Context: an optimization exercise on an open-source flow, tuned for small area, a short achievable clock period and few clock cycles per item. The choices shown serve that exercise and are no tape-out recipe. At most, simulation tests tie the RTL to the original design; equivalence was not proved. Only the layout flow was run in runs 1 to 3; the RTL was not checked for function there.

`flow/design.v`:
```
package wtok_pkg;
  localparam int unsigned LENGTH_WIDTH_DEF = 16;
  localparam logic [31:0] FNV_BASIS = 32'h811C_9DC5;
  localparam logic [31:0] FNV_PRIME = 32'h0100_0193;
  localparam logic [7:0] CHR_NUL = 8'h00;
  localparam logic [7:0] CHR_TAB = 8'h09;
  localparam logic [7:0] CHR_LF  = 8'h0A;
  localparam logic [7:0] CHR_VT  = 8'h0B;
  localparam logic [7:0] CHR_FF  = 8'h0C;
  localparam logic [7:0] CHR_CR  = 8'h0D;
  localparam logic [7:0] CHR_SP  = 8'h20;
  localparam logic [15:0] EOS_LENGTH = 16'd4;
  localparam int unsigned QUEUE_DEPTH = 4;
  localparam int unsigned QUEUE_PTR_W = $clog2(QUEUE_DEPTH);
  localparam int unsigned QUEUE_CNT_W = $clog2(QUEUE_DEPTH + 1);
  typedef struct packed {
    logic [7:0] data_byte;
    logic       end_of_input;
  } byte_t;
  typedef struct packed {
    logic [31:0] word_hash;
    logic [15:0] word_length;
    logic        is_eos;
    logic        last;
  } token_t;
  localparam int unsigned TOKEN_W = 50;  
  localparam logic [31:0] EOS_HASH = 32'hD79C_9359;
endpackage
import wtok_pkg::*;
module wtok_room (
  input  logic [1:0] cls,
  input  logic       in_word,
  input  logic [1:0] e_pre,
  input  logic       w_own,
  input  logic       e_post,
  input  logic       take,
  output logic       ok
);
  logic       e_front;
  logic [1:0] e_pre1;
  logic       w_own1;
  logic       e_post1;
  always_comb begin
    e_front = (e_pre != 2'd0);
    e_pre1  = e_pre;
    w_own1  = w_own;
    e_post1 = e_post;
    if (take) begin
      if (e_front) begin
        e_pre1 = e_pre - 2'd1;
      end else begin
        w_own1  = 1'b0;
        e_pre1  = {1'b0, e_post};
        e_post1 = 1'b0;
      end
    end
    case (cls)
      2'd1:    ok = !w_own1;
      2'd2:    ok = in_word || (w_own1 ? !e_post1 : (e_pre1 != 2'd2));
      2'd3:    ok = 1'b1;
      default: ok = 1'b0;
    endcase
  end
endmodule
module word_tokenizer_fnv1a_hasher_top #(
  parameter int unsigned LENGTH_WIDTH = wtok_pkg::LENGTH_WIDTH_DEF
) (
  input  logic   clk,
  input  logic   rst,
  input  logic   byte_valid,
  output logic   byte_ready,
  input  wtok_pkg::byte_t  byte_data,
  output logic   token_valid,
  input  logic   token_ready,
  output wtok_pkg::token_t token_data
);
  localparam logic [1:0] C_NONE = 2'd0;
  localparam logic [1:0] C_WORD = 2'd1;
  localparam logic [1:0] C_LF   = 2'd2;
  localparam logic [1:0] C_END  = 2'd3;
  logic [1:0]  ib_cls;
  logic [6:0]  ib_low;      
  logic [6:0]  xlo_r;       
  logic        ib_b7;
  logic                    in_word;
  logic [31:0]             hash_r;
  logic [LENGTH_WIDTH-1:0] len_r;
  logic                    last_r;
  logic [1:0]  e_pre;
  logic        w_own;
  logic        e_post;
  logic        rdy_nt;
  logic        rdy_t;
  logic        e_front;
  logic        take;
  logic        ok;
  logic        hash_upd;
  logic        word_end;
  logic        byte_xfer;
  logic        in_space;
  logic [1:0]  in_cls;
  logic [31:0] hash_sel;
  logic [31:0] mix_in;
  logic [31:0] mix_out;
  logic [31:0] mixed;
  logic [1:0]  ib_cls_n;
  logic        in_word_n;
  logic [1:0]  e_pre_n;
  logic        w_own_n;
  logic        e_post_n;
  logic        ok_nt_n;
  logic        ok_t_n;
  logic [6:0]  in_low;
  logic [6:0]  ib_low_n;
  logic [6:0]  hlo_n;
  logic [6:0]  xlo_n;
  assign e_front     = (e_pre != 2'd0);
  assign token_valid = e_front || w_own;
  assign take        = token_valid && token_ready;
  assign token_data.word_hash   = e_front ? EOS_HASH : hash_r;
  assign token_data.word_length = e_front ? EOS_LENGTH : 16'(len_r);
  assign token_data.is_eos      = e_front;
  assign token_data.last        = e_front || last_r;
  assign byte_ready = rdy_nt || (token_ready && rdy_t);
  assign byte_xfer  = byte_valid && byte_ready;
  wtok_room u_room (
    .cls(ib_cls), .in_word(in_word), .e_pre(e_pre), .w_own(w_own),
    .e_post(e_post), .take(take), .ok(ok)
  );
  always_comb begin
    hash_upd = (ib_cls == C_WORD) && ok;
    word_end = ok && in_word && ib_cls[1];
    in_space = (byte_data.data_byte == CHR_SP)  || (byte_data.data_byte == CHR_LF) ||
               (byte_data.data_byte == CHR_CR)  || (byte_data.data_byte == CHR_TAB) ||
               (byte_data.data_byte == CHR_VT)  || (byte_data.data_byte == CHR_FF) ||
               (byte_data.data_byte == CHR_NUL);
    if (byte_data.end_of_input)                 in_cls = C_END;
    else if (byte_data.data_byte == CHR_LF)     in_cls = C_LF;
    else if (in_space)                          in_cls = C_END;
    else                                        in_cls = C_WORD;
    if (byte_xfer)   ib_cls_n = in_cls;
    else if (ok)     ib_cls_n = C_NONE;
    else             ib_cls_n = ib_cls;
    e_pre_n   = e_pre;
    w_own_n   = w_own;
    e_post_n  = e_post;
    in_word_n = in_word;
    if (take) begin
      if (e_front) begin
        e_pre_n = e_pre - 2'd1;
      end else begin
        w_own_n  = 1'b0;
        e_pre_n  = {1'b0, e_post};
        e_post_n = 1'b0;
      end
    end
    if (ok) begin
      case (ib_cls)
        C_WORD: in_word_n = 1'b1;
        C_LF: begin
          in_word_n = 1'b0;
          if (in_word) begin
            w_own_n  = 1'b1;
            e_post_n = 1'b1;
          end else if (w_own_n) begin
            e_post_n = 1'b1;
          end else begin
            e_pre_n  = e_pre_n + 2'd1;
          end
        end
        C_END: begin
          in_word_n = 1'b0;
          if (in_word) w_own_n = 1'b1;
        end
        default: ;
      endcase
    end
    hash_sel = in_word ? hash_r : FNV_BASIS;
    mix_in   = {hash_sel[31:7], xlo_r};
    mixed    = mix_out ^ {32{ib_b7}};
    in_low   = byte_data.data_byte[6:0] ^ {7{byte_data.data_byte[7]}};
    ib_low_n = byte_xfer ? in_low : ib_low;
    hlo_n    = hash_upd ? mixed[6:0] : hash_r[6:0];
    xlo_n    = (in_word_n ? hlo_n : FNV_BASIS[6:0]) ^ ib_low_n;
  end
  fnv_mul u_mul (.x(mix_in), .e(ib_b7), .y(mix_out));
  wtok_room u_room_nt (
    .cls(ib_cls_n), .in_word(in_word_n), .e_pre(e_pre_n), .w_own(w_own_n),
    .e_post(e_post_n), .take(1'b0), .ok(ok_nt_n)
  );
  wtok_room u_room_t (
    .cls(ib_cls_n), .in_word(in_word_n), .e_pre(e_pre_n), .w_own(w_own_n),
    .e_post(e_post_n), .take(1'b1), .ok(ok_t_n)
  );
  always_ff @(posedge clk) begin
    if (rst) begin
      ib_cls  <= C_NONE;
      in_word <= 1'b0;
      e_pre   <= 2'd0;
      w_own   <= 1'b0;
      e_post  <= 1'b0;
      rdy_nt  <= 1'b1;
      rdy_t   <= 1'b1;
    end else begin
      ib_cls  <= ib_cls_n;
      in_word <= in_word_n;
      e_pre   <= e_pre_n;
      w_own   <= w_own_n;
      e_post  <= e_post_n;
      rdy_nt  <= (ib_cls_n == C_NONE) || ok_nt_n;
      rdy_t   <= (ib_cls_n == C_NONE) || ((e_pre_n != 2'd0 || w_own_n) && ok_t_n);
    end
  end
  always_ff @(posedge clk) begin
    if (byte_xfer) begin
      ib_low <= in_low;
      ib_b7  <= byte_data.data_byte[7];
    end
  end
  always_ff @(posedge clk) begin
    xlo_r <= xlo_n;
  end
  always_ff @(posedge clk) begin
    if (hash_upd) begin
      hash_r <= mixed;
      if (!in_word) begin
        len_r <= LENGTH_WIDTH'(1);
      end else if (len_r != '1) begin
        len_r <= len_r + LENGTH_WIDTH'(1);
      end
    end
    if (word_end) begin
      last_r <= (ib_cls == C_END);
    end
  end
endmodule
module fnv_mul (
  input  logic [31:0] x,
  input  logic        e,
  output logic [31:0] y
);
  logic fs0;
  logic fc0;
  logic fs1;
  logic fc1;
  logic fs2;
  logic fc2;
  logic fs3;
  logic fc3;
  logic fs4;
  logic fc4;
  logic fs5;
  logic fc5;
  logic fs6;
  logic fc6;
  logic fs7;
  logic fc7;
  logic fs8;
  logic fc8;
  logic fs9;
  logic fc9;
  logic fs10;
  logic fc10;
  logic fs11;
  logic fc11;
  logic fs12;
  logic fc12;
  logic fs13;
  logic fc13;
  logic fs14;
  logic fc14;
  logic fs15;
  logic fc15;
  logic fs16;
  logic fc16;
  logic fs17;
  logic fc17;
  logic fs18;
  logic fc18;
  logic fs19;
  logic fc19;
  logic fs20;
  logic fc20;
  logic fs21;
  logic fc21;
  logic fs22;
  logic fc22;
  logic fs23;
  logic fc23;
  logic fs24;
  logic fc24;
  logic fs25;
  logic fc25;
  logic fs26;
  logic fc26;
  logic fs27;
  logic fc27;
  logic fs28;
  logic fc28;
  logic fs29;
  logic fc29;
  logic fs30;
  logic fc30;
  logic fs31;
  logic fc31;
  logic fs32;
  logic fc32;
  logic fs33;
  logic fc33;
  logic fs34;
  logic fc34;
  logic fs35;
  logic fc35;
  logic fs36;
  logic fc36;
  logic fs37;
  logic fc37;
  logic fs38;
  logic fc38;
  logic fs39;
  logic fc39;
  logic fs40;
  logic fc40;
  logic fs41;
  logic fc41;
  logic fs42;
  logic fc42;
  logic fs43;
  logic fc43;
  logic fs44;
  logic fc44;
  logic fs45;
  logic fc45;
  logic fs46;
  logic fc46;
  logic fs47;
  logic fc47;
  logic fs48;
  logic fc48;
  logic fs49;
  logic fc49;
  logic fs50;
  logic fc50;
  logic fs51;
  logic fc51;
  logic fs52;
  logic fc52;
  logic fs53;
  logic fc53;
  logic fs54;
  logic fc54;
  logic fs55;
  logic fc55;
  logic fs56;
  logic fc56;
  logic fs57;
  logic fc57;
  logic fs58;
  logic fc58;
  logic fs59;
  logic fc59;
  logic fs60;
  logic fc60;
  logic fs61;
  logic fc61;
  logic fs62;
  logic fc62;
  logic fs63;
  logic fc63;
  logic fs64;
  logic fc64;
  logic fs65;
  logic fc65;
  logic fs66;
  logic fc66;
  logic fs67;
  logic fc67;
  logic fs68;
  logic fc68;
  logic fs69;
  logic fc69;
  logic fs70;
  logic fc70;
  logic fs71;
  logic fc71;
  logic fs72;
  logic fc72;
  logic fs73;
  logic fc73;
  logic fs74;
  logic fc74;
  logic fs75;
  logic fc75;
  logic fs76;
  logic fc76;
  logic fs77;
  logic fc77;
  logic fs78;
  logic fc78;
  logic fs79;
  logic fc79;
  logic fs80;
  logic fc80;
  logic fs81;
  logic fc81;
  logic fs82;
  logic fc82;
  logic fs83;
  logic fc83;
  logic fs84;
  logic fc84;
  logic [31:0] ra, rb;
  assign fs0 = x[4] ^ x[3] ^ x[0];
  assign fc0 = (x[4] & x[3]) | (x[4] & x[0]) | (x[3] & x[0]);
  assign fs1 = x[5] ^ x[4] ^ x[1];
  assign fc1 = (x[5] & x[4]) | (x[5] & x[1]) | (x[4] & x[1]);
  assign fs2 = x[6] ^ x[5] ^ x[2];
  assign fc2 = (x[6] & x[5]) | (x[6] & x[2]) | (x[5] & x[2]);
  assign fs3 = x[7] ^ x[6] ^ x[3];
  assign fc3 = (x[7] & x[6]) | (x[7] & x[3]) | (x[6] & x[3]);
  assign fs4 = x[0] ^ e ^ fc2;
  assign fc4 = (x[0] & e) | (x[0] & fc2) | (e & fc2);
  assign fs5 = x[8] ^ x[7] ^ x[4];
  assign fc5 = (x[8] & x[7]) | (x[8] & x[4]) | (x[7] & x[4]);
  assign fs6 = x[1] ^ x[0] ^ e;
  assign fc6 = (x[1] & x[0]) | (x[1] & e) | (x[0] & e);
  assign fs7 = fc3 ^ fs5 ^ fs6;
  assign fc7 = (fc3 & fs5) | (fc3 & fs6) | (fs5 & fs6);
  assign fs8 = x[9] ^ x[8] ^ x[5];
  assign fc8 = (x[9] & x[8]) | (x[9] & x[5]) | (x[8] & x[5]);
  assign fs9 = x[2] ^ x[1] ^ fc5;
  assign fc9 = (x[2] & x[1]) | (x[2] & fc5) | (x[1] & fc5);
  assign fs10 = fc6 ^ fs8 ^ fc7;
  assign fc10 = (fc6 & fs8) | (fc6 & fc7) | (fs8 & fc7);
  assign fs11 = x[10] ^ x[9] ^ x[6];
  assign fc11 = (x[10] & x[9]) | (x[10] & x[6]) | (x[9] & x[6]);
  assign fs12 = x[3] ^ x[2] ^ fc8;
  assign fc12 = (x[3] & x[2]) | (x[3] & fc8) | (x[2] & fc8);
  assign fs13 = fs11 ^ fc9 ^ fs12;
  assign fc13 = (fs11 & fc9) | (fs11 & fs12) | (fc9 & fs12);
  assign fs14 = x[11] ^ x[10] ^ x[7];
  assign fc14 = (x[11] & x[10]) | (x[11] & x[7]) | (x[10] & x[7]);
  assign fs15 = x[4] ^ x[3] ^ fc11;
  assign fc15 = (x[4] & x[3]) | (x[4] & fc11) | (x[3] & fc11);
  assign fs16 = fs14 ^ fc12 ^ fs15;
  assign fc16 = (fs14 & fc12) | (fs14 & fs15) | (fc12 & fs15);
  assign fs17 = x[12] ^ x[11] ^ x[8];
  assign fc17 = (x[12] & x[11]) | (x[12] & x[8]) | (x[11] & x[8]);
  assign fs18 = x[5] ^ x[4] ^ fc14;
  assign fc18 = (x[5] & x[4]) | (x[5] & fc14) | (x[4] & fc14);
  assign fs19 = fs17 ^ fc15 ^ fs18;
  assign fc19 = (fs17 & fc15) | (fs17 & fs18) | (fc15 & fs18);
  assign fs20 = x[13] ^ x[12] ^ x[9];
  assign fc20 = (x[13] & x[12]) | (x[13] & x[9]) | (x[12] & x[9]);
  assign fs21 = x[6] ^ x[5] ^ fc17;
  assign fc21 = (x[6] & x[5]) | (x[6] & fc17) | (x[5] & fc17);
  assign fs22 = fs20 ^ fc18 ^ fs21;
  assign fc22 = (fs20 & fc18) | (fs20 & fs21) | (fc18 & fs21);
  assign fs23 = x[14] ^ x[13] ^ x[10];
  assign fc23 = (x[14] & x[13]) | (x[14] & x[10]) | (x[13] & x[10]);
  assign fs24 = x[7] ^ x[6] ^ fc20;
  assign fc24 = (x[7] & x[6]) | (x[7] & fc20) | (x[6] & fc20);
  assign fs25 = fs23 ^ fc21 ^ fs24;
  assign fc25 = (fs23 & fc21) | (fs23 & fs24) | (fc21 & fs24);
  assign fs26 = x[15] ^ x[14] ^ x[11];
  assign fc26 = (x[15] & x[14]) | (x[15] & x[11]) | (x[14] & x[11]);
  assign fs27 = x[8] ^ x[7] ^ fc23;
  assign fc27 = (x[8] & x[7]) | (x[8] & fc23) | (x[7] & fc23);
  assign fs28 = fs26 ^ fc24 ^ fs27;
  assign fc28 = (fs26 & fc24) | (fs26 & fs27) | (fc24 & fs27);
  assign fs29 = x[16] ^ x[15] ^ x[12];
  assign fc29 = (x[16] & x[15]) | (x[16] & x[12]) | (x[15] & x[12]);
  assign fs30 = x[9] ^ x[8] ^ fc26;
  assign fc30 = (x[9] & x[8]) | (x[9] & fc26) | (x[8] & fc26);
  assign fs31 = fs29 ^ fc27 ^ fs30;
  assign fc31 = (fs29 & fc27) | (fs29 & fs30) | (fc27 & fs30);
  assign fs32 = x[17] ^ x[16] ^ x[13];
  assign fc32 = (x[17] & x[16]) | (x[17] & x[13]) | (x[16] & x[13]);
  assign fs33 = x[10] ^ x[9] ^ fc29;
  assign fc33 = (x[10] & x[9]) | (x[10] & fc29) | (x[9] & fc29);
  assign fs34 = fs32 ^ fc30 ^ fs33;
  assign fc34 = (fs32 & fc30) | (fs32 & fs33) | (fc30 & fs33);
  assign fs35 = x[18] ^ x[17] ^ x[14];
  assign fc35 = (x[18] & x[17]) | (x[18] & x[14]) | (x[17] & x[14]);
  assign fs36 = x[11] ^ x[10] ^ fc32;
  assign fc36 = (x[11] & x[10]) | (x[11] & fc32) | (x[10] & fc32);
  assign fs37 = fs35 ^ fc33 ^ fs36;
  assign fc37 = (fs35 & fc33) | (fs35 & fs36) | (fc33 & fs36);
  assign fs38 = x[19] ^ x[18] ^ x[15];
  assign fc38 = (x[19] & x[18]) | (x[19] & x[15]) | (x[18] & x[15]);
  assign fs39 = x[12] ^ x[11] ^ fc35;
  assign fc39 = (x[12] & x[11]) | (x[12] & fc35) | (x[11] & fc35);
  assign fs40 = fs38 ^ fc36 ^ fs39;
  assign fc40 = (fs38 & fc36) | (fs38 & fs39) | (fc36 & fs39);
  assign fs41 = x[20] ^ x[19] ^ x[16];
  assign fc41 = (x[20] & x[19]) | (x[20] & x[16]) | (x[19] & x[16]);
  assign fs42 = x[13] ^ x[12] ^ fc38;
  assign fc42 = (x[13] & x[12]) | (x[13] & fc38) | (x[12] & fc38);
  assign fs43 = fs41 ^ fc39 ^ fs42;
  assign fc43 = (fs41 & fc39) | (fs41 & fs42) | (fc39 & fs42);
  assign fs44 = x[21] ^ x[20] ^ x[17];
  assign fc44 = (x[21] & x[20]) | (x[21] & x[17]) | (x[20] & x[17]);
  assign fs45 = x[14] ^ x[13] ^ fc41;
  assign fc45 = (x[14] & x[13]) | (x[14] & fc41) | (x[13] & fc41);
  assign fs46 = fs44 ^ fc42 ^ fs45;
  assign fc46 = (fs44 & fc42) | (fs44 & fs45) | (fc42 & fs45);
  assign fs47 = x[22] ^ x[21] ^ x[18];
  assign fc47 = (x[22] & x[21]) | (x[22] & x[18]) | (x[21] & x[18]);
  assign fs48 = x[15] ^ x[14] ^ fc44;
  assign fc48 = (x[15] & x[14]) | (x[15] & fc44) | (x[14] & fc44);
  assign fs49 = fs47 ^ fc45 ^ fs48;
  assign fc49 = (fs47 & fc45) | (fs47 & fs48) | (fc45 & fs48);
  assign fs50 = x[23] ^ x[22] ^ x[19];
  assign fc50 = (x[23] & x[22]) | (x[23] & x[19]) | (x[22] & x[19]);
  assign fs51 = x[16] ^ x[15] ^ fc47;
  assign fc51 = (x[16] & x[15]) | (x[16] & fc47) | (x[15] & fc47);
  assign fs52 = fs50 ^ fc48 ^ fs51;
  assign fc52 = (fs50 & fc48) | (fs50 & fs51) | (fc48 & fs51);
  assign fs53 = x[24] ^ x[23] ^ x[20];
  assign fc53 = (x[24] & x[23]) | (x[24] & x[20]) | (x[23] & x[20]);
  assign fs54 = x[17] ^ x[16] ^ x[0];
  assign fc54 = (x[17] & x[16]) | (x[17] & x[0]) | (x[16] & x[0]);
  assign fs55 = e ^ fc50 ^ fs53;
  assign fc55 = (e & fc50) | (e & fs53) | (fc50 & fs53);
  assign fs56 = fs54 ^ fc51 ^ fs55;
  assign fc56 = (fs54 & fc51) | (fs54 & fs55) | (fc51 & fs55);
  assign fs57 = x[25] ^ x[24] ^ x[21];
  assign fc57 = (x[25] & x[24]) | (x[25] & x[21]) | (x[24] & x[21]);
  assign fs58 = x[18] ^ x[17] ^ x[1];
  assign fc58 = (x[18] & x[17]) | (x[18] & x[1]) | (x[17] & x[1]);
  assign fs59 = fc53 ^ fc54 ^ fs57;
  assign fc59 = (fc53 & fc54) | (fc53 & fs57) | (fc54 & fs57);
  assign fs60 = fs58 ^ fc55 ^ fs59;
  assign fc60 = (fs58 & fc55) | (fs58 & fs59) | (fc55 & fs59);
  assign fs61 = x[26] ^ x[25] ^ x[22];
  assign fc61 = (x[26] & x[25]) | (x[26] & x[22]) | (x[25] & x[22]);
  assign fs62 = x[19] ^ x[18] ^ x[2];
  assign fc62 = (x[19] & x[18]) | (x[19] & x[2]) | (x[18] & x[2]);
  assign fs63 = fc57 ^ fc58 ^ fs61;
  assign fc63 = (fc57 & fc58) | (fc57 & fs61) | (fc58 & fs61);
  assign fs64 = fs62 ^ fc59 ^ fs63;
  assign fc64 = (fs62 & fc59) | (fs62 & fs63) | (fc59 & fs63);
  assign fs65 = x[27] ^ x[26] ^ x[23];
  assign fc65 = (x[27] & x[26]) | (x[27] & x[23]) | (x[26] & x[23]);
  assign fs66 = x[20] ^ x[19] ^ x[3];
  assign fc66 = (x[20] & x[19]) | (x[20] & x[3]) | (x[19] & x[3]);
  assign fs67 = fc61 ^ fc62 ^ fs65;
  assign fc67 = (fc61 & fc62) | (fc61 & fs65) | (fc62 & fs65);
  assign fs68 = fs66 ^ fc63 ^ fs67;
  assign fc68 = (fs66 & fc63) | (fs66 & fs67) | (fc63 & fs67);
  assign fs69 = x[28] ^ x[27] ^ x[24];
  assign fc69 = (x[28] & x[27]) | (x[28] & x[24]) | (x[27] & x[24]);
  assign fs70 = x[21] ^ x[20] ^ x[4];
  assign fc70 = (x[21] & x[20]) | (x[21] & x[4]) | (x[20] & x[4]);
  assign fs71 = fc65 ^ fc66 ^ fs69;
  assign fc71 = (fc65 & fc66) | (fc65 & fs69) | (fc66 & fs69);
  assign fs72 = fs70 ^ fc67 ^ fs71;
  assign fc72 = (fs70 & fc67) | (fs70 & fs71) | (fc67 & fs71);
  assign fs73 = x[29] ^ x[28] ^ x[25];
  assign fc73 = (x[29] & x[28]) | (x[29] & x[25]) | (x[28] & x[25]);
  assign fs74 = x[22] ^ x[21] ^ x[5];
  assign fc74 = (x[22] & x[21]) | (x[22] & x[5]) | (x[21] & x[5]);
  assign fs75 = fc69 ^ fc70 ^ fs73;
  assign fc75 = (fc69 & fc70) | (fc69 & fs73) | (fc70 & fs73);
  assign fs76 = fs74 ^ fc71 ^ fs75;
  assign fc76 = (fs74 & fc71) | (fs74 & fs75) | (fc71 & fs75);
  assign fs77 = x[30] ^ x[29] ^ x[26];
  assign fc77 = (x[30] & x[29]) | (x[30] & x[26]) | (x[29] & x[26]);
  assign fs78 = x[23] ^ x[22] ^ x[6];
  assign fc78 = (x[23] & x[22]) | (x[23] & x[6]) | (x[22] & x[6]);
  assign fs79 = fc73 ^ fc74 ^ fs77;
  assign fc79 = (fc73 & fc74) | (fc73 & fs77) | (fc74 & fs77);
  assign fs80 = fs78 ^ fc75 ^ fs79;
  assign fc80 = (fs78 & fc75) | (fs78 & fs79) | (fc75 & fs79);
  assign fs81 = x[31] ^ x[30] ^ x[27];
  assign fc81 = (x[31] & x[30]) | (x[31] & x[27]) | (x[30] & x[27]);
  assign fs82 = x[24] ^ x[23] ^ x[7];
  assign fc82 = (x[24] & x[23]) | (x[24] & x[7]) | (x[23] & x[7]);
  assign fs83 = fc77 ^ fc78 ^ fs81;
  assign fc83 = (fc77 & fc78) | (fc77 & fs81) | (fc78 & fs81);
  assign fs84 = fs82 ^ fc79 ^ fs83;
  assign fc84 = (fs82 & fc79) | (fs82 & fs83) | (fc79 & fs83);
  assign ra[0] = x[0];
  assign rb[0] = e;
  assign ra[1] = x[1];
  assign rb[1] = x[0];
  assign ra[2] = x[2];
  assign rb[2] = x[1];
  assign ra[3] = x[3];
  assign rb[3] = x[2];
  assign ra[4] = e;
  assign rb[4] = fs0;
  assign ra[5] = fc0;
  assign rb[5] = fs1;
  assign ra[6] = fc1;
  assign rb[6] = fs2;
  assign ra[7] = fs3;
  assign rb[7] = fs4;
  assign ra[8] = fc4;
  assign rb[8] = fs7;
  assign ra[9] = fs9;
  assign rb[9] = fs10;
  assign ra[10] = fc10;
  assign rb[10] = fs13;
  assign ra[11] = fc13;
  assign rb[11] = fs16;
  assign ra[12] = fc16;
  assign rb[12] = fs19;
  assign ra[13] = fc19;
  assign rb[13] = fs22;
  assign ra[14] = fc22;
  assign rb[14] = fs25;
  assign ra[15] = fc25;
  assign rb[15] = fs28;
  assign ra[16] = fc28;
  assign rb[16] = fs31;
  assign ra[17] = fc31;
  assign rb[17] = fs34;
  assign ra[18] = fc34;
  assign rb[18] = fs37;
  assign ra[19] = fc37;
  assign rb[19] = fs40;
  assign ra[20] = fc40;
  assign rb[20] = fs43;
  assign ra[21] = fc43;
  assign rb[21] = fs46;
  assign ra[22] = fc46;
  assign rb[22] = fs49;
  assign ra[23] = fc49;
  assign rb[23] = fs52;
  assign ra[24] = fc52;
  assign rb[24] = fs56;
  assign ra[25] = fc56;
  assign rb[25] = fs60;
  assign ra[26] = fc60;
  assign rb[26] = fs64;
  assign ra[27] = fc64;
  assign rb[27] = fs68;
  assign ra[28] = fc68;
  assign rb[28] = fs72;
  assign ra[29] = fc72;
  assign rb[29] = fs76;
  assign ra[30] = fc76;
  assign rb[30] = fs80;
  assign ra[31] = fc80;
  assign rb[31] = fs84;
  logic [31:0] g0, p0;
  assign g0 = ra & rb;
  assign p0 = ra ^ rb;
  logic gc0;
  assign gc0 = g0[0] | (p0[0] & e);
  logic gn1, pn1;
  assign gn1 = g0[1] | (p0[1] & gc0);
  assign pn1 = p0[1] & p0[0];
  logic gn2, pn2;
  assign gn2 = g0[3] | (p0[3] & g0[2]);
  assign pn2 = p0[3] & p0[2];
  logic gn3, pn3;
  assign gn3 = g0[5] | (p0[5] & g0[4]);
  assign pn3 = p0[5] & p0[4];
  logic gn4, pn4;
  assign gn4 = g0[7] | (p0[7] & g0[6]);
  assign pn4 = p0[7] & p0[6];
  logic gn5, pn5;
  assign gn5 = g0[9] | (p0[9] & g0[8]);
  assign pn5 = p0[9] & p0[8];
  logic gn6, pn6;
  assign gn6 = g0[11] | (p0[11] & g0[10]);
  assign pn6 = p0[11] & p0[10];
  logic gn7, pn7;
  assign gn7 = g0[13] | (p0[13] & g0[12]);
  assign pn7 = p0[13] & p0[12];
  logic gn8, pn8;
  assign gn8 = g0[15] | (p0[15] & g0[14]);
  assign pn8 = p0[15] & p0[14];
  logic gn9, pn9;
  assign gn9 = g0[17] | (p0[17] & g0[16]);
  assign pn9 = p0[17] & p0[16];
  logic gn10, pn10;
  assign gn10 = g0[19] | (p0[19] & g0[18]);
  assign pn10 = p0[19] & p0[18];
  logic gn11, pn11;
  assign gn11 = g0[21] | (p0[21] & g0[20]);
  assign pn11 = p0[21] & p0[20];
  logic gn12, pn12;
  assign gn12 = g0[23] | (p0[23] & g0[22]);
  assign pn12 = p0[23] & p0[22];
  logic gn13, pn13;
  assign gn13 = g0[25] | (p0[25] & g0[24]);
  assign pn13 = p0[25] & p0[24];
  logic gn14, pn14;
  assign gn14 = g0[27] | (p0[27] & g0[26]);
  assign pn14 = p0[27] & p0[26];
  logic gn15, pn15;
  assign gn15 = g0[29] | (p0[29] & g0[28]);
  assign pn15 = p0[29] & p0[28];
  logic gn16, pn16;
  assign gn16 = g0[31] | (p0[31] & g0[30]);
  assign pn16 = p0[31] & p0[30];
  logic gn17, pn17;
  assign gn17 = g0[2] | (p0[2] & gn1);
  assign pn17 = p0[2] & pn1;
  logic gn18, pn18;
  assign gn18 = gn2 | (pn2 & gn1);
  assign pn18 = pn2 & pn1;
  logic gn19, pn19;
  assign gn19 = g0[6] | (p0[6] & gn3);
  assign pn19 = p0[6] & pn3;
  logic gn20, pn20;
  assign gn20 = gn4 | (pn4 & gn3);
  assign pn20 = pn4 & pn3;
  logic gn21, pn21;
  assign gn21 = g0[10] | (p0[10] & gn5);
  assign pn21 = p0[10] & pn5;
  logic gn22, pn22;
  assign gn22 = gn6 | (pn6 & gn5);
  assign pn22 = pn6 & pn5;
  logic gn23, pn23;
  assign gn23 = g0[14] | (p0[14] & gn7);
  assign pn23 = p0[14] & pn7;
  logic gn24, pn24;
  assign gn24 = gn8 | (pn8 & gn7);
  assign pn24 = pn8 & pn7;
  logic gn25, pn25;
  assign gn25 = g0[18] | (p0[18] & gn9);
  assign pn25 = p0[18] & pn9;
  logic gn26, pn26;
  assign gn26 = gn10 | (pn10 & gn9);
  assign pn26 = pn10 & pn9;
  logic gn27, pn27;
  assign gn27 = g0[22] | (p0[22] & gn11);
  assign pn27 = p0[22] & pn11;
  logic gn28, pn28;
  assign gn28 = gn12 | (pn12 & gn11);
  assign pn28 = pn12 & pn11;
  logic gn29, pn29;
  assign gn29 = g0[26] | (p0[26] & gn13);
  assign pn29 = p0[26] & pn13;
  logic gn30, pn30;
  assign gn30 = gn14 | (pn14 & gn13);
  assign pn30 = pn14 & pn13;
  logic gn31, pn31;
  assign gn31 = g0[30] | (p0[30] & gn15);
  assign pn31 = p0[30] & pn15;
  logic gn32, pn32;
  assign gn32 = gn16 | (pn16 & gn15);
  assign pn32 = pn16 & pn15;
  logic gn33, pn33;
  assign gn33 = g0[4] | (p0[4] & gn18);
  assign pn33 = p0[4] & pn18;
  logic gn34, pn34;
  assign gn34 = gn3 | (pn3 & gn18);
  assign pn34 = pn3 & pn18;
  logic gn35, pn35;
  assign gn35 = gn19 | (pn19 & gn18);
  assign pn35 = pn19 & pn18;
  logic gn36, pn36;
  assign gn36 = gn20 | (pn20 & gn18);
  assign pn36 = pn20 & pn18;
  logic gn37, pn37;
  assign gn37 = g0[12] | (p0[12] & gn22);
  assign pn37 = p0[12] & pn22;
  logic gn38, pn38;
  assign gn38 = gn7 | (pn7 & gn22);
  assign pn38 = pn7 & pn22;
  logic gn39, pn39;
  assign gn39 = gn23 | (pn23 & gn22);
  assign pn39 = pn23 & pn22;
  logic gn40, pn40;
  assign gn40 = gn24 | (pn24 & gn22);
  assign pn40 = pn24 & pn22;
  logic gn41, pn41;
  assign gn41 = g0[20] | (p0[20] & gn26);
  assign pn41 = p0[20] & pn26;
  logic gn42, pn42;
  assign gn42 = gn11 | (pn11 & gn26);
  assign pn42 = pn11 & pn26;
  logic gn43, pn43;
  assign gn43 = gn27 | (pn27 & gn26);
  assign pn43 = pn27 & pn26;
  logic gn44, pn44;
  assign gn44 = gn28 | (pn28 & gn26);
  assign pn44 = pn28 & pn26;
  logic gn45, pn45;
  assign gn45 = g0[28] | (p0[28] & gn30);
  assign pn45 = p0[28] & pn30;
  logic gn46, pn46;
  assign gn46 = gn15 | (pn15 & gn30);
  assign pn46 = pn15 & pn30;
  logic gn47, pn47;
  assign gn47 = gn31 | (pn31 & gn30);
  assign pn47 = pn31 & pn30;
  logic gn48, pn48;
  assign gn48 = gn32 | (pn32 & gn30);
  assign pn48 = pn32 & pn30;
  logic gn49, pn49;
  assign gn49 = g0[8] | (p0[8] & gn36);
  assign pn49 = p0[8] & pn36;
  logic gn50, pn50;
  assign gn50 = gn5 | (pn5 & gn36);
  assign pn50 = pn5 & pn36;
  logic gn51, pn51;
  assign gn51 = gn21 | (pn21 & gn36);
  assign pn51 = pn21 & pn36;
  logic gn52, pn52;
  assign gn52 = gn22 | (pn22 & gn36);
  assign pn52 = pn22 & pn36;
  logic gn53, pn53;
  assign gn53 = gn37 | (pn37 & gn36);
  assign pn53 = pn37 & pn36;
  logic gn54, pn54;
  assign gn54 = gn38 | (pn38 & gn36);
  assign pn54 = pn38 & pn36;
  logic gn55, pn55;
  assign gn55 = gn39 | (pn39 & gn36);
  assign pn55 = pn39 & pn36;
  logic gn56, pn56;
  assign gn56 = gn40 | (pn40 & gn36);
  assign pn56 = pn40 & pn36;
  logic gn57, pn57;
  assign gn57 = g0[24] | (p0[24] & gn44);
  assign pn57 = p0[24] & pn44;
  logic gn58, pn58;
  assign gn58 = gn13 | (pn13 & gn44);
  assign pn58 = pn13 & pn44;
  logic gn59, pn59;
  assign gn59 = gn29 | (pn29 & gn44);
  assign pn59 = pn29 & pn44;
  logic gn60, pn60;
  assign gn60 = gn30 | (pn30 & gn44);
  assign pn60 = pn30 & pn44;
  logic gn61, pn61;
  assign gn61 = gn45 | (pn45 & gn44);
  assign pn61 = pn45 & pn44;
  logic gn62, pn62;
  assign gn62 = gn46 | (pn46 & gn44);
  assign pn62 = pn46 & pn44;
  logic gn63, pn63;
  assign gn63 = gn47 | (pn47 & gn44);
  assign pn63 = pn47 & pn44;
  logic gn64, pn64;
  assign gn64 = gn48 | (pn48 & gn44);
  assign pn64 = pn48 & pn44;
  logic gn65, pn65;
  assign gn65 = g0[16] | (p0[16] & gn56);
  assign pn65 = p0[16] & pn56;
  logic gn66, pn66;
  assign gn66 = gn9 | (pn9 & gn56);
  assign pn66 = pn9 & pn56;
  logic gn67, pn67;
  assign gn67 = gn25 | (pn25 & gn56);
  assign pn67 = pn25 & pn56;
  logic gn68, pn68;
  assign gn68 = gn26 | (pn26 & gn56);
  assign pn68 = pn26 & pn56;
  logic gn69, pn69;
  assign gn69 = gn41 | (pn41 & gn56);
  assign pn69 = pn41 & pn56;
  logic gn70, pn70;
  assign gn70 = gn42 | (pn42 & gn56);
  assign pn70 = pn42 & pn56;
  logic gn71, pn71;
  assign gn71 = gn43 | (pn43 & gn56);
  assign pn71 = pn43 & pn56;
  logic gn72, pn72;
  assign gn72 = gn44 | (pn44 & gn56);
  assign pn72 = pn44 & pn56;
  logic gn73, pn73;
  assign gn73 = gn57 | (pn57 & gn56);
  assign pn73 = pn57 & pn56;
  logic gn74, pn74;
  assign gn74 = gn58 | (pn58 & gn56);
  assign pn74 = pn58 & pn56;
  logic gn75, pn75;
  assign gn75 = gn59 | (pn59 & gn56);
  assign pn75 = pn59 & pn56;
  logic gn76, pn76;
  assign gn76 = gn60 | (pn60 & gn56);
  assign pn76 = pn60 & pn56;
  logic gn77, pn77;
  assign gn77 = gn61 | (pn61 & gn56);
  assign pn77 = pn61 & pn56;
  logic gn78, pn78;
  assign gn78 = gn62 | (pn62 & gn56);
  assign pn78 = pn62 & pn56;
  logic gn79, pn79;
  assign gn79 = gn63 | (pn63 & gn56);
  assign pn79 = pn63 & pn56;
  logic gn80, pn80;
  assign gn80 = gn64 | (pn64 & gn56);
  assign pn80 = pn64 & pn56;
  assign y[0] = p0[0] ^ e;
  assign y[1] = p0[1] ^ gc0;
  assign y[2] = p0[2] ^ gn1;
  assign y[3] = p0[3] ^ gn17;
  assign y[4] = p0[4] ^ gn18;
  assign y[5] = p0[5] ^ gn33;
  assign y[6] = p0[6] ^ gn34;
  assign y[7] = p0[7] ^ gn35;
  assign y[8] = p0[8] ^ gn36;
  assign y[9] = p0[9] ^ gn49;
  assign y[10] = p0[10] ^ gn50;
  assign y[11] = p0[11] ^ gn51;
  assign y[12] = p0[12] ^ gn52;
  assign y[13] = p0[13] ^ gn53;
  assign y[14] = p0[14] ^ gn54;
  assign y[15] = p0[15] ^ gn55;
  assign y[16] = p0[16] ^ gn56;
  assign y[17] = p0[17] ^ gn65;
  assign y[18] = p0[18] ^ gn66;
  assign y[19] = p0[19] ^ gn67;
  assign y[20] = p0[20] ^ gn68;
  assign y[21] = p0[21] ^ gn69;
  assign y[22] = p0[22] ^ gn70;
  assign y[23] = p0[23] ^ gn71;
  assign y[24] = p0[24] ^ gn72;
  assign y[25] = p0[25] ^ gn73;
  assign y[26] = p0[26] ^ gn74;
  assign y[27] = p0[27] ^ gn75;
  assign y[28] = p0[28] ^ gn76;
  assign y[29] = p0[29] ^ gn77;
  assign y[30] = p0[30] ^ gn78;
  assign y[31] = p0[31] ^ gn79;
endmodule
```
`flow/run.sh`:
```
#!/bin/bash
# synth_recipe.tcl (not shown) runs the flow's synth.tcl, then flattens the netlist and writes it again
# the make line also repeats each setting of config.mk as NAME=value (left out here)
make -C /OpenROAD-flow-scripts/flow DESIGN_CONFIG=/design/flow/config.mk WORK_HOME=/design/flow/orfs CLKGATE_MAP_FILE= SYNTH_SCRIPT=/design/flow/synth_recipe.tcl finish
```
`flow/config.mk`:
```
export PLATFORM = sky130hd
export DESIGN_NAME = word_tokenizer_fnv1a_hasher_top
export DESIGN_NICKNAME = word_tokenizer_fnv1a_hasher_top
export VERILOG_FILES = /design/flow/design.v
export SDC_FILE = /design/flow/constraint.sdc
export NUM_CORES = 4
export LEC_CHECK = 0
export CAP_MARGIN = 20
export CORE_MARGIN = 2
export CORE_UTILIZATION = 40
export SETUP_SLACK_MARGIN = 2.5
export SLEW_MARGIN = 20
```
`flow/constraint.sdc`:
```
create_clock -name core_clock -period 6.5 [get_ports {clk}]
set_input_delay 1.3000 -clock core_clock [delete_from_list [all_inputs] [get_ports {clk}]]
set_output_delay 1.3000 -clock core_clock [all_outputs]
set_load 0.01 [all_outputs]
```
==> impl_metrics.ini, run 1 <==
[run_status]
status = no timing/DRC/antenna violations

[floorplan]
rows = 49
fp.dieH_um = 139
die-area_sq_um = 19300
core_region_area_sq_um = 17900
ios = 65
die_w_um = 139
start_util_pct = 40.6

[timing]
slew_viol_final = 0
min_period_over_period_pct = 62.4
skew_ns = 0.0120
max_freq_mhz = 246
timing.final.hold_violations = 0
tightest_slew_ns = 0.554
fin_crit_ns = 4.06
layout_setup_ws_ns = 2.44
slew_headroom_pct = 63.0
setup_tns_ns = 0
rsz0062_at_grt = true
setup_viol = 0

[global_routing]
grt_usage_pct = 20.5
grt-ovfl-total = 0
grt_max_degree = 37
grt_pass1_vias = 5873
grt_pass1_wl_um = 30900
antenna_found_initial = 0

[placement]
dpl.cell_count = 1019
dp_hpwl_um = 14000
place.gp.congestion = 0.891
pre_cts_slack_ns = 1.78
io_buffers = 64

[drt]
wirelength_um = 19100
drt-pass1-iter-count = 4
wl_per_cell_um = 17.9
drt_iter0_drc = 340
drc = 0
ant_nets = 0
vias = 5547
viasPerCell = 5.19

[worst_setup_path]
ff2ff_setup_slack_ns = 2.44
worstPathMaxFanout = 5
cpPeakStageDelay_ns = 0.54
cp-start-kind = flip-flop
crit_path_top_delay_cell = or4_4
rr_worst_depth = 16
cp.arrival_ns = 4.15
path_class = flip-flop to flip-flop
required_ns = 6.59
endpoint_kind = flip-flop
r2r_end = hash_r[31]
cp_cell_sequence = buf_12 > buf_12 > buf_4 > nand2b_4 > inv_2 > fa_1 > o21bai_1 > a21oi_2 > fa_1 > ha_4 > and4_4 > nand2b_4 > or4_4 > o21ai_4 > a21oi_2 > xnor2_1
r2r_start = in_word

[clock_network]
clkLatencyLatePin_ns = 0.35
htree_levels = 3
tritoncts = done
cts.sinks = 73
cts-root-buf = clkbuf_16
cts_inserted_buffers = 9
postCtsHoldBufs = 0
clkTransAtPathRegs_ns = 0.06
clockBufferDepth = 2

[worst_hold_path]
holdCritStartpoint = ib_low[6]
hold_depth = 2
hold_path.class = flip-flop to flip-flop
hold_end = ib_low[6]

[final_layout]
area_growth_pct = 27.6
n_antenna_cell = 0
final_common_cell = inv_1
most-common-layout-cells = inv_1 (77), fa_1 (71), xnor2_1 (69)
drive_above_1_share_pct = 18.2
layoutNonFillerInstCount = 1069
fin_nets = 963

[synth]
synth_top_flop_cell = edfxtp_1
yosysWarnings = 2
synthesis.nets = 872
synth-seq-cells = 73
synth-edff-count = 50
synth.distinct_cells = 61
netlist_area_sq_um = 7270
ys_seq_area_share_pct = 27.0
async_flop_share_pct = 0
synth.avg_cell_area_sq_um = 9.77
netlist_instances = 744

[job]
cap_violations = 0
## cell type report
cell class | count | area, sq um
Clock buffer | 11 | 254
Clock inverter | 5 | 33.8
Fill cell | 1604 | 8630
Inverter | 93 | 368
Multi-Input combinational cell | 553 | 5330
Sequential cell | 73 | 1970
Tap cell | 229 | 287
Timing Repair Buffer | 104 | 1030
Timing Repair inverter | 1 | 5.00
## state kept, by name, indices dropped and copies added (netlist names)
register and count:
e_post 1, e_pre 2, len_r 16, xlo_r 7, last_r 1, rdy_t 1
ib_low 7, ib_b7 1, hash_r 32, in_word 1, ib_cls 2, w_own 1
rdy_nt 1
## cell families (layout without fill, tap and decap cells)
group / count (synthesis) / in the layout / share of synthesized area, %
simple gates: 232 / 232 / 16.7
mux: 2 / 2 / 0.413
fa+ha+maj: 116 / 116 / 28.1
compound gates: 106 / 106 / 9.74
flops: 73 / 73 / 27.0
buf+inv: 118 / 214 / 6.35
xor+xnor: 97 / 97 / 11.7
## critical path, delay by kind of cell (launching register included)
| kind | cells | cell delay, ns |
|---|---|---|
| AO/OA/AOI/OAI | 4 | 0.68 |
| adder cells (fa/ha/maj) | 3 | 1.19 |
| XOR/XNOR | 1 | 0.12 |
| flip-flops | 1 | 0.36 |
| buffers and inverters | 4 | 0.50 |
| AND/OR/NAND/NOR | 4 | 0.94 |
## stage by stage
step / hold slack, ns / util (%) / cell area (sq um)
after detailed placement: 0.461 / 46.6 / 8340
after CTS: 0.474 / 50.2 / 8990
final: 0.471 / 51.8 / 9270
after global routing: 0.511 / 51.8 / 9270
after floorplan: 0.436 / - / 7500
after global placement: 0.455 / 46.6 / 8340
## how the worst max path moves through the flow
stage | start | to | slack, ns | depth (start not counted)
3_3_place_gp | in_word | hash_r[16] | 1.87 | 11
6_report | in_word | hash_r[31] | 2.44 | 16
5_1_grt | in_word | hash_r[31] | 2.33 | 13
2_1_floorplan | in_word | hash_r[31] | 2.48 | 15
4_1_cts | in_word | hash_r[31] | 2.50 | 15
3_5_place_dp | in_word | hash_r[17] | 1.78 | 11
## Yosys cell counts, types with 5 or more instances
| cell | n | area (sq um) |
|---|---|---|
| nand2b_1 | 19 | 119 |
| and2_1 | 43 | 269 |
| dfxtp_1 | 23 | 460 |
| and3_1 | 7 | 43.8 |
| edfxtp_1 | 50 | 1500 |
| ha_1 | 36 | 450 |
| nor2_1 | 39 | 146 |
| xor2_1 | 26 | 228 |
| nand2_1 | 52 | 195 |
| o211ai_1 | 5 | 37.5 |
| a211oi_1 | 5 | 37.5 |
| nor3_1 | 12 | 60.1 |
| clkbuf_1 | 18 | 67.6 |
| fa_1 | 79 | 1580 |
| a31oi_1 | 5 | 31.3 |
| xnor2_1 | 71 | 622 |
| nand3_1 | 15 | 75.1 |
| a21o_1 | 9 | 67.6 |
| o21ai_0 | 25 | 125 |
| inv_1 | 91 | 342 |
| a21oi_1 | 30 | 150 |
| or3_1 | 23 | 144 |
## per-layer routing
| layer | vias to the layer above | wire length [um] | track usage, % |
|---|---|---|---|
| met4 | 0 | 671 | 8.77 |
| met5 | - | 0 | 0 |
| met2 | 132 | 9260 | 33.9 |
| met1 | 2737 | 8530 | 27.0 |
| li1 | 2640 | - | - |
| met3 | 38 | 622 | 2.83 |
## what timing repair did
item,4_1_cts,5_1_grt
gates resized for setup,33,48
gates cloned,2,0
pin swaps,14,37
setup buffers,20,12
setup endpoints to repair,19,16
==> run 2: changes to the inputs <==
--- a/flow/design.v
+++ b/flow/design.v
@@ -80,5 +80,4 @@
   localparam logic [1:0] C_END  = 2'd3;
   logic [1:0]  ib_cls;
-  logic [6:0]  ib_low;      
   logic [6:0]  xlo_r;       
   logic        ib_b7;
@@ -112,5 +111,4 @@
   logic        ok_t_n;
   logic [6:0]  in_low;
-  logic [6:0]  ib_low_n;
   logic [6:0]  hlo_n;
   logic [6:0]  xlo_n;
@@ -180,7 +178,6 @@
     mixed    = mix_out ^ {32{ib_b7}};
     in_low   = byte_data.data_byte[6:0] ^ {7{byte_data.data_byte[7]}};
-    ib_low_n = byte_xfer ? in_low : ib_low;
     hlo_n    = hash_upd ? mixed[6:0] : hash_r[6:0];
-    xlo_n    = (in_word_n ? hlo_n : FNV_BASIS[6:0]) ^ ib_low_n;
+    xlo_n    = (in_word_n ? hlo_n : FNV_BASIS[6:0]) ^ in_low;
   end
   fnv_mul u_mul (.x(mix_in), .e(ib_b7), .y(mix_out));
@@ -214,12 +211,9 @@
   always_ff @(posedge clk) begin
     if (byte_xfer) begin
-      ib_low <= in_low;
+      xlo_r  <= xlo_n;
       ib_b7  <= byte_data.data_byte[7];
     end
   end
   always_ff @(posedge clk) begin
-    xlo_r <= xlo_n;
-  end
-  always_ff @(posedge clk) begin
     if (hash_upd) begin
       hash_r <= mixed;
==> run 2 against run 1 <==
  * Still clean
  * Routed wire length shrank 4.5%
  * Global-route usage down 0.095 points
  * Critical path depth did not move
  * Synthesized cell count is 3.9% lower
  * First-iteration DRC count fell by 6.8%
  * Highest routed layer unchanged
==> impl_metrics.ini, run 2 <==
[synth]
synth_top_flop_cell = edfxtp_1
ys_seq_area_share_pct = 26.8
synth-edff-count = 57
yosysTopAreaCellShare_pct = 24.3
async_flop_share_pct = 0
netlist_instances = 715
synth_top_cell_by_area = edfxtp_1
synthesis.nets = 843
synth_most_common_cell = inv_1
yosysWarnings = 2
synth-seq-cells = 66
netlist_area_sq_um = 7050
synth.avg_cell_area_sq_um = 9.86
synthTopCellsByArea = edfxtp_1 (24%), fa_1 (22%), xnor2_1 (8.5%)
synth.distinct_cells = 58
netlist_top_cells_count = inv_1 (92), fa_1 (79), xnor2_1 (68), edfxtp_1 (57), nand2_1 (53)

[final_layout]
layoutNonFillerInstCount = 1057
largest_register = hash_r
most-common-layout-cells = inv_1 (83), fa_1 (73), xnor2_1 (67)
largest_registers = hash_r (32), len_r (16), xlo_r (7)
largest_reg_flops = 32
seqCellArea_sq_um = 1900
nFillCells = 1498
fin_nets = 955
n_antenna_cell = 0
final_common_cell = inv_1
multi_input_area_sq_um = 5010
area_growth_pct = 28.0
drive_above_1_share_pct = 17.1

[placement]
dp_hpwl_um = 13500
dpl.cell_count = 983
io_buffers = 64
place.gp.congestion = 0.929

[timing]
slew_viol_final = 0
setup_tns_ns = 0
skew_ns = 0.0101
fin_crit_ns = 4.20
setup_viol = 0
min_period_over_period_pct = 64.7
rsz0062_at_grt = true
slew_headroom_pct = 37.0
timing.final.hold_violations = 0
max_freq_mhz = 238
tightest_slew_ns = 0.945

[drt]
wl_per_cell_um = 17.3
drt_iter0_drc = 317
vias = 5425
viasPerCell = 5.13
drc = 0
wirelength_um = 18200
drt-pass1-iter-count = 4
ant_nets = 0

[clock_network]
htree_levels = 3
cts_inserted_buffers = 9
cts.sinks = 66
clkTransAtPathRegs_ns = 0.06
clkLatencyLatePin_ns = 0.34
clockBufferDepth = 2
cts-root-buf = clkbuf_16
tritoncts = done
postCtsHoldBufs = 0

[worst_setup_path]
worstSetupStartpoint = in_word
worstPathMaxFanout = 6
required_ns = 6.59
endpoint_kind = flip-flop
rr_worst_depth = 16
crit_top_cell = fa_2
r2r_end = hash_r[17]
cpPeakStageDelay_ns = 0.48
crit_path_top_delay_cell = fa_1
cp.arrival_ns = 4.29
path_class = flip-flop to flip-flop
cp-endpoint = hash_r[17]
cp-start-kind = flip-flop
cp_cell_sequence = buf_8 > nand2b_4 > fa_1 > fa_2 > fa_2 > ha_4 > nand4_1 > a211oi_2 > nor2_1 > nand2_1 > a221o_1 > a21oi_2 > o21a_1 > fa_2 > xnor2_1 > xnor2_1
r2r_start = in_word
ff2ff_setup_slack_ns = 2.30

[floorplan]
die-area_sq_um = 18700
fp.dieH_um = 137
core_region_area_sq_um = 17200
rows = 48
ios = 65
start_util_pct = 40.9
die_w_um = 137

[global_routing]
grt_max_degree = 33
antenna_found_initial = 0
grt_usage_pct = 20.4
grt_pass1_wl_um = 28800
grt-ovfl-total = 0
grt_pass1_vias = 5473

[worst_hold_path]
holdCritStartpoint = ib_cls[1]
hold_path.class = flip-flop to flip-flop

[job]
cap_violations = 0

[run_status]
status = no timing/DRC/antenna violations
-- run 2: changes by cell type after synthesis, moves of 4 or more --
| cell | change |
|---|---|
| dfxtp_1 | -14 |
| o21ai_0 | -8 |
| edfxtp_1 | +7 |
| and2_1 | -6 |
| nand3_1 | -4 |
| xor2_1 | +4 |
-- run 2: cell type report --
cell class | instances | area share (%)
clock inverter | 6 | 0.513
timing repair inverter | 1 | 0.0555
multi-input combinational | 531 | 55.6
sequential | 66 | 21.0
inverter | 93 | 4.00
tap | 225 | 3.12
timing repair buffer | 125 | 12.9
clock buffer | 10 | 2.77
-- run 2: cells by family (layout without fill, tap and decap cells) --
group / count (synthesis) / count (layout) / synth area share, %
multiplexers: 4 / 4 / 0.586
adder cells (fa/ha/maj): 116 / 116 / 29.0
flip-flops: 66 / 66 / 26.8
AO/OA/AOI/OAI: 96 / 96 / 9.09
AND/OR/NAND/NOR: 217 / 217 / 16.0
XOR/XNOR: 98 / 98 / 12.2
buffers and inverters: 118 / 235 / 6.37
-- run 2: critical path: cells and delay by family, from the launching register on --
family,cells,cell delay [ns]
adders and majority gates,5,1.94
AOI/OAI and AO/OA,4,0.79
DFF,1,0.40
xor gates and xnor gates,2,0.26
and+or+nand+nor,4,0.39
buffers and inverters,1,0.15
-- run 2: worst min-delay path by stage --
stage / endpoint / slack [ns] / cells after the start
finish: in_word / 0.60 / 1
global route: len_r[0] / 0.64 / 1
CTS: in_word / 0.59 / 1
detailed placement: in_word / 0.58 / 1
global placement: e_post / 0.58 / 2
floorplan: e_post / 0.52 / 2
-- run 2: metrics by stage --
step	utilization, %	setup slack (ns)	cell area, sq um	hold WS, ns
floorplan	-	2.39	7170	0.523
global placement	46.4	1.71	7990	0.581
detailed placement	46.4	1.59	7990	0.580
CTS	50.7	2.31	8740	0.586
global route	52.3	2.14	9020	0.639
finish	52.3	2.30	9020	0.595
-- run 2: per-layer routing --
| layer | global-route usage (%) | up-vias | share of wire, % |
|---|---|---|---|
| met4 | 5.32 | 0 | 1.9 |
| li1 | - | 2586 | - |
| met3 | 3.59 | 25 | 5.1 |
| met5 | 0 | - | 0 |
| met2 | 34.3 | 140 | 50 |
| met1 | 27.2 | 2674 | 43 |
-- run 2: timing repair --
| action | in CTS | in global routing |
|---|---|---|
| pin swaps | 24 | 26 |
| buffers inserted | 38 | 19 |
| setup endpoints to repair | 20 | 17 |
| gates resized for setup | 37 | 33 |
| cloned | 1 | 0 |
==> run 3: changes to the inputs <==
--- a/flow/config.mk
+++ b/flow/config.mk
@@ -9,4 +9,4 @@
 export CORE_MARGIN = 2
 export CORE_UTILIZATION = 40
-export SETUP_SLACK_MARGIN = 2.5
+export SETUP_SLACK_MARGIN = 1.5
 export SLEW_MARGIN = 20
==> run 3 against run 2 <==
  * Still clean on timing, DRC and antenna
  * Global-route usage is 1.3 points lower
  * Via count fell by 6.1%
  * First-iteration DRC count grew 10%
  * Highest routed layer unchanged
==> impl_metrics.ini, run 3 <==
[floorplan]
start_util_pct = 40.9
core_region_area_sq_um = 17200
fp.dieH_um = 137
die-area_sq_um = 18700
ios = 65
rows = 48
die_w_um = 137

[worst_setup_path]
path_class = flip-flop to flip-flop
cp.arrival_ns = 4.83
cpPeakStageDelay_ns = 0.55
cp_cell_sequence = buf_12 > nand2b_1 > fa_1 > fa_1 > fa_1 > ha_1 > nand4_1 > o22ai_1 > nor2_1 > nand2_1 > a221o_1 > a21oi_1 > o21a_1 > fa_1 > xnor2_1
worstPathMaxFanout = 36
required_ns = 6.56
crit_top_cell = fa_1
cp-start-kind = flip-flop
crit_path_top_delay_cell = fa_1
endpoint_kind = flip-flop

[final_layout]
largest_registers = hash_r (32), len_r (16), xlo_r (7)
area_growth_pct = 16.0
largest_reg_flops = 32
n_antenna_cell = 0
fin_nets = 897
seqCellArea_sq_um = 1890
drive_above_1_share_pct = 3.62
nFillCells = 1590
multi_input_area_sq_um = 4710
largest_register = hash_r
most-common-layout-cells = inv_1 (92), fa_1 (79), xnor2_1 (68)
final_common_cell = inv_1

[synth]
synth-seq-cells = 66
synthMuxAreaShare_pct = 0.586
synth-simple-area-share_pct = 16.0
netlist_instances = 715
synth_most_common_cell = inv_1
netlist_area_sq_um = 7050
synth_top_flop_cell = edfxtp_1
synth_top_cell_by_area = edfxtp_1
synthXorXnorAreaFrac_pct = 12.2
async_flop_share_pct = 0
synth.distinct_cells = 58
synthTopCellsByArea = edfxtp_1 (24%), fa_1 (22%), xnor2_1 (8.5%)
yosysWarnings = 2
synth-edff-count = 57
synth_adder_area_share_pct = 29.0
synthesis.nets = 843
synth.avg_cell_area_sq_um = 9.86
netlist_top_cells_count = inv_1 (92), fa_1 (79), xnor2_1 (68), edfxtp_1 (57), nand2_1 (53)
synth_compound_area_share_pct = 9.09
ys_seq_area_share_pct = 26.8
synth_top_family_by_area = adder cells
yosysTopAreaCellShare_pct = 24.3

[drt]
drt-pass1-iter-count = 4
wirelength_um = 16500
ant_nets = 0
wl_per_cell_um = 16.5
drt_iter0_drc = 350
vias = 5092
drc = 0
viasPerCell = 5.10

[global_routing]
grt_max_degree = 37
grt_pass1_wl_um = 27500
grt-ovfl-total = 0
grt_usage_pct = 19.0
antenna_found_initial = 0
grt_pass1_vias = 5337

[timing]
max_freq_mhz = 210
tightest_slew_ns = 0.962
slew_viol_final = 0
setup_viol = 0
fin_crit_ns = 4.77
rsz0062_at_grt = false
setup_tns_ns = 0
timing.hold.ws_ns = 0.599
skew_ns = 0.00904
timing.final.hold_violations = 0
slew_headroom_pct = 35.8
min_period_over_period_pct = 73.4

[job]
cap_violations = 0

[clock_network]
htree_levels = 3
postCtsHoldBufs = 0
post-cts-setup-buffer-count = 0
clkLatencyLatePin_ns = 0.34
cts.sinks = 66
cts_inserted_buffers = 9
tritoncts = done
clkTransAtPathRegs_ns = 0.06
clockBufferDepth = 2
cts-root-buf = clkbuf_16

[placement]
place.gp.congestion = 0.911
dp_hpwl_um = 13200
io_buffers = 64

[run_status]
status = no timing/DRC/antenna violations

[worst_hold_path]
hold_path.class = flip-flop to flip-flop
## run 3: final cells by class
type	instances	share of cell area, %
Sequential cell	66	23.1
Tap cell	225	3.44
Clock buffer	11	2.85
Clock inverter	5	0.367
Timing Repair Buffer	68	8.35
Inverter	93	4.27
Multi-Input combinational cell	531	57.6
## run 3: cell families (layout without fill, tap and decap cells)
logic type,count (synthesis),after routing
AND/OR/NAND/NOR,217,217
flip-flops,66,66
AO/OA/AOI/OAI,96,96
adder cells (fa/ha/maj),116,116
buffers and inverters,118,177
multiplexers,4,4
XOR/XNOR,98,98
## run 3: stage by stage
step	cells	worst slack (ns)	area [sq um]	util, %
finish	999	1.73	8180	47.4
global route	999	1.51	8180	47.4
CTS	999	1.54	8160	47.4
detailed placement	983	1.57	7900	45.8
global placement	983	1.69	7900	45.8
floorplan	715	1.70	7050	-
## run 3: final timing paths
path	start	endpoint	slack (ns)	cells after the start
setup / recovery	in_word	hash_r[16]	1.73	15
setup reg to reg	in_word	hash_r[16]	1.73	15
hold / removal	e_post	e_post	0.60	2
hold reg to reg	e_post	e_post	0.60	2
## run 3: repair_timing
item                                    CTS  global route
gates resized for setup                   0             4
endpoints found under the setup margin    0             6
endpoints found under the hold margin     0             0
## run 3: layer usage
metal | GRT usage [%] | routed length [um]
met1 | 26.2 | 7650
met5 | 0 | 0
met4 | 4.75 | 248
met3 | 2.11 | 610
met2 | 32.1 | 7990
## run 3: critical path: cells and delay by family (launching register included)
family | cells | cell delay (ns)
adder cells (fa/ha/maj) | 5 | 2.19
AO/OA/AOI/OAI | 4 | 0.94
AND/OR/NAND/NOR | 4 | 0.55
flip-flops | 1 | 0.44
buffers and inverters | 1 | 0.22
XOR/XNOR | 1 | 0.14
==> run 4: changes to the inputs <==
--- a/flow/design.v
+++ b/flow/design.v
@@ -83,4 +83,6 @@
   logic        ib_b7;
   logic                    in_word;
+  logic                    cont_a;    
+  logic                    cont_b;    
   logic [31:0]             hash_r;
   logic [LENGTH_WIDTH-1:0] len_r;
@@ -174,5 +176,6 @@
       endcase
     end
-    hash_sel = in_word ? hash_r : FNV_BASIS;
+    hash_sel[31:19] = cont_a ? hash_r[31:19] : FNV_BASIS[31:19];
+    hash_sel[18:0]  = cont_b ? hash_r[18:0]  : FNV_BASIS[18:0];
     mix_in   = {hash_sel[31:7], xlo_r};
     mixed    = mix_out ^ {32{ib_b7}};
@@ -210,6 +213,12 @@
   end
   always_ff @(posedge clk) begin
+    if (byte_xfer || ok) begin
+      cont_b <= in_word_n;
+    end
+  end
+  always_ff @(posedge clk) begin
     if (byte_xfer) begin
       xlo_r  <= xlo_n;
+      cont_a <= in_word_n;
       ib_b7  <= byte_data.data_byte[7];
     end
==> run 4 against run 3 <==
  * Utilization increased by 0.18 points
  * Clock skew about the same
  * Register-to-register slack improved by 0.13 ns
  * Hold slack improved by 0.030 ns
  * Cell count decreased by 1.1%
  * Sequential share of layout area increased by 0.64 points
  * Worst setup slack improved by 0.13 ns
  * Synthesized area decreased by 0.30%
  * Sequential cell count increased by 2
  * Via count decreased by 1.1%
  * Highest routed layer unchanged
==> impl_metrics.ini, run 4 <==
[synth]
synth.avg_cell_area_sq_um = 10.1
synthXorXnorAreaFrac_pct = 12.7
synthTopCellsByArea = edfxtp_1 (25%), fa_1 (23%), xnor2_1 (10%)
yosysTopAreaCellShare_pct = 25.2
synth_most_common_cell = inv_1
synth_top_cell_by_area = edfxtp_1
synthMuxAreaShare_pct = 0.160
synth-simple-area-share_pct = 16.0
ys_seq_area_share_pct = 27.8
synth.distinct_cells = 57
synth_compound_area_share_pct = 7.85
synthesis.nets = 827
synth-seq-cells = 68
yosysWarnings = 2
netlist_top_cells_count = inv_1 (95), xnor2_1 (82), fa_1 (79), edfxtp_1 (59), and2_1 (51)
synth_top_flop_cell = edfxtp_1
netlist_instances = 699
synth_adder_area_share_pct = 29.1
netlist_area_sq_um = 7030
synth-edff-count = 59
synth_top_family_by_area = adder cells
async_flop_share_pct = 0

[global_routing]
antenna_found_initial = 0
met3_usage_pct = 3.19
grt_pass1_wl_um = 27300
grt_use_met2_pct = 30.4
grt_pass1_vias = 5231
met1_usage_pct = 27.1
grt-ovfl-total = 0
grt_usage_pct = 19.2
grt_max_degree = 40
grt-busiest-layer = met2

[timing]
max_freq_mhz = 215
slew_viol_final = 0
fin_crit_ns = 4.64
setup_viol = 0
slew_headroom_pct = 32.8
skew_ns = 0.00884
timing.final.hold_violations = 0
setup_tns_ns = 0
rsz0062_at_grt = false
min_period_over_period_pct = 71.5
tightest_slew_ns = 0.995

[job]
cap_violations = 0

[clock_network]
clockBufferDepth = 2
tritoncts = done
cts-root-buf = clkbuf_16
cts_inserted_buffers = 9
cts.sinks = 68
clkLatencyLatePin_ns = 0.34
htree_levels = 3
clkTransAtPathRegs_ns = 0.06
cts-resized-gates = 0

[floorplan]
ios = 65
die-area_sq_um = 18600
start_util_pct = 40.8
die_w_um = 137
core_region_area_sq_um = 17200
rows = 48
fp.dieH_um = 137

[drt]
ant_nets = 0
drt-pass1-iter-count = 5
drc = 0
wl_per_cell_um = 16.7
wirelength_um = 16500
vias = 5036
drt_iter0_drc = 217
viasPerCell = 5.10

[worst_setup_path]
cp.arrival_ns = 4.74
ff2ff_setup_slack_ns = 1.86
path_class = flip-flop to flip-flop
cp-start-kind = flip-flop
required_ns = 6.59
r2r_start = cont_b
endpoint_kind = flip-flop
rr_worst_depth = 15
worstPathMaxFanout = 11
r2r_end = hash_r[17]

[placement]
place.gp.congestion = 0.905
dp_hpwl_um = 13000
io_buffers = 64

[final_layout]
most-common-layout-cells = inv_1 (95), xnor2_1 (82), fa_1 (79)
final_common_cell = inv_1
final_util_pct = 47.6
largest_registers = hash_r (32), len_r (16), xlo_r (7)
fin_nets = 886
largest_register = hash_r
n_antenna_cell = 0
drive_above_1_share_pct = 4.72
largest_reg_flops = 32
area_growth_pct = 16.8

[worst_hold_path]
hold_path.class = flip-flop to flip-flop
hold_end = e_post
holdCritStartpoint = e_post
hold_depth = 3

[run_status]
status = no timing/DRC/antenna violations
## run 4: final cells by class
type,count,area [sq um]
clock buffer,14,297
clock inverter,2,13.8
fill,1574,9030
inverter,99,372
multi-input combinational,512,4620
sequential,68,1950
tap,225,282
timing repair buffer,68,671
## run 4: logic make-up (layout without fill, tap and decap cells)
family                     Yosys count  count (layout)
muxes                                1               1
buffers and inverters              119             183
and+or+nand+nor                    209             209
xor gates and xnor gates           102             102
adders and majority gates          116             116
DFF                                 68              68
AOI/OAI and AO/OA                   84              84
## run 4: stage by stage
step | area [sq um] | instances | setup slack (ns) | hold slack (ns)
finish | 8210 | 988 | 1.86 | 0.630
global route | 8210 | 988 | 1.64 | 0.674
CTS | 8200 | 987 | 1.69 | 0.634
detailed placement | 7890 | 971 | 1.71 | 0.626
global placement | 7890 | 971 | 1.86 | 0.613
floorplan | 7030 | 699 | 2.06 | 0.580
## run 4: critical path, cell delays in order (launching register included)
cell       delay [ns]
edfxtp_1         0.57
and2_1           0.23
inv_1            0.12
fa_1             0.39
fa_1             0.49
inv_1            0.05
fa_1             0.45
ha_1             0.37
and3_1           0.23
o2111ai_1        0.12
a31oi_1          0.37
or2_1            0.23
nor2_1           0.08
fa_1             0.39
xnor2_1          0.15
xnor2_1          0.12
## run 4: worst max path at each step
stage,slack [ns],from,to,depth (start not counted)
4_1_cts,1.69,cont_b,hash_r[17],15
3_5_place_dp,1.71,cont_b,hash_r[17],15
6_report,1.86,cont_b,hash_r[17],15
3_3_place_gp,1.86,cont_b,hash_r[29],16
2_1_floorplan,2.06,cont_b,hash_r[29],16
5_1_grt,1.64,cont_b,hash_r[29],16
## run 4: layer usage
metal  part of all wire [%]  vias up
li1                       -     2378
met1                     47     2523
met2                     48      115
met3                    4.1       20
met4                    1.3        0
met5                      0        -
## run 4: what timing repair did
| action | in CTS | in global routing |
|---|---|---|
| endpoints found under the hold margin | 0 | 0 |
| hold buffers | 0 | 0 |
| endpoints found under the setup margin | 0 | 5 |
| setup buffers | 0 | 1 |
Testbench counts of run 4, summed over its fixed seeds: cycles 24,023, bytes 24,000.

## what the ideal ports hide
How much do the figures lean on ideal ports? The routed layouts below were timed once more, with nothing changed but the port constraints. Step 1 (the two cells are an assumption about what drives the block):
set clk [get_ports {clk}]
set_driving_cell -lib_cell sky130_fd_sc_hd__clkbuf_16 $clk
set_driving_cell -lib_cell sky130_fd_sc_hd__buf_2 [delete_from_list [all_inputs] $clk]
Step 2 moves the port delays by t, midway between the first and last clock arrival at a register: inputs arrive t later, outputs are due t later. That takes back most of the time a late clock gives input paths. Three values: no drivers, after step 1, after step 2; two values: the first two.
| run | t, ns | setup WS [ns] | worst hold slack (ns) | slew at the worst register clock pin (ns) |
|---|---|---|---|---|
| run 1 | 0.392 | 2.441 / 2.441 / 2.441 | 0.471 / 0.471 / 0.471 | 0.07 / 0.07 |
| run 2 | 0.377 | 2.297 / 2.297 / 2.297 | 0.595 / 0.595 / 0.595 | 0.06 / 0.06 |
| run 3 | 0.372 | 1.728 / 1.728 / 1.728 | 0.599 / 0.599 / 0.599 | 0.06 / 0.06 |
| run 4 | 0.386 | 1.855 / 1.855 / 1.855 | 0.630 / 0.630 / 0.630 | 0.06 / 0.06 |
After both steps every run listed still meets setup and hold.
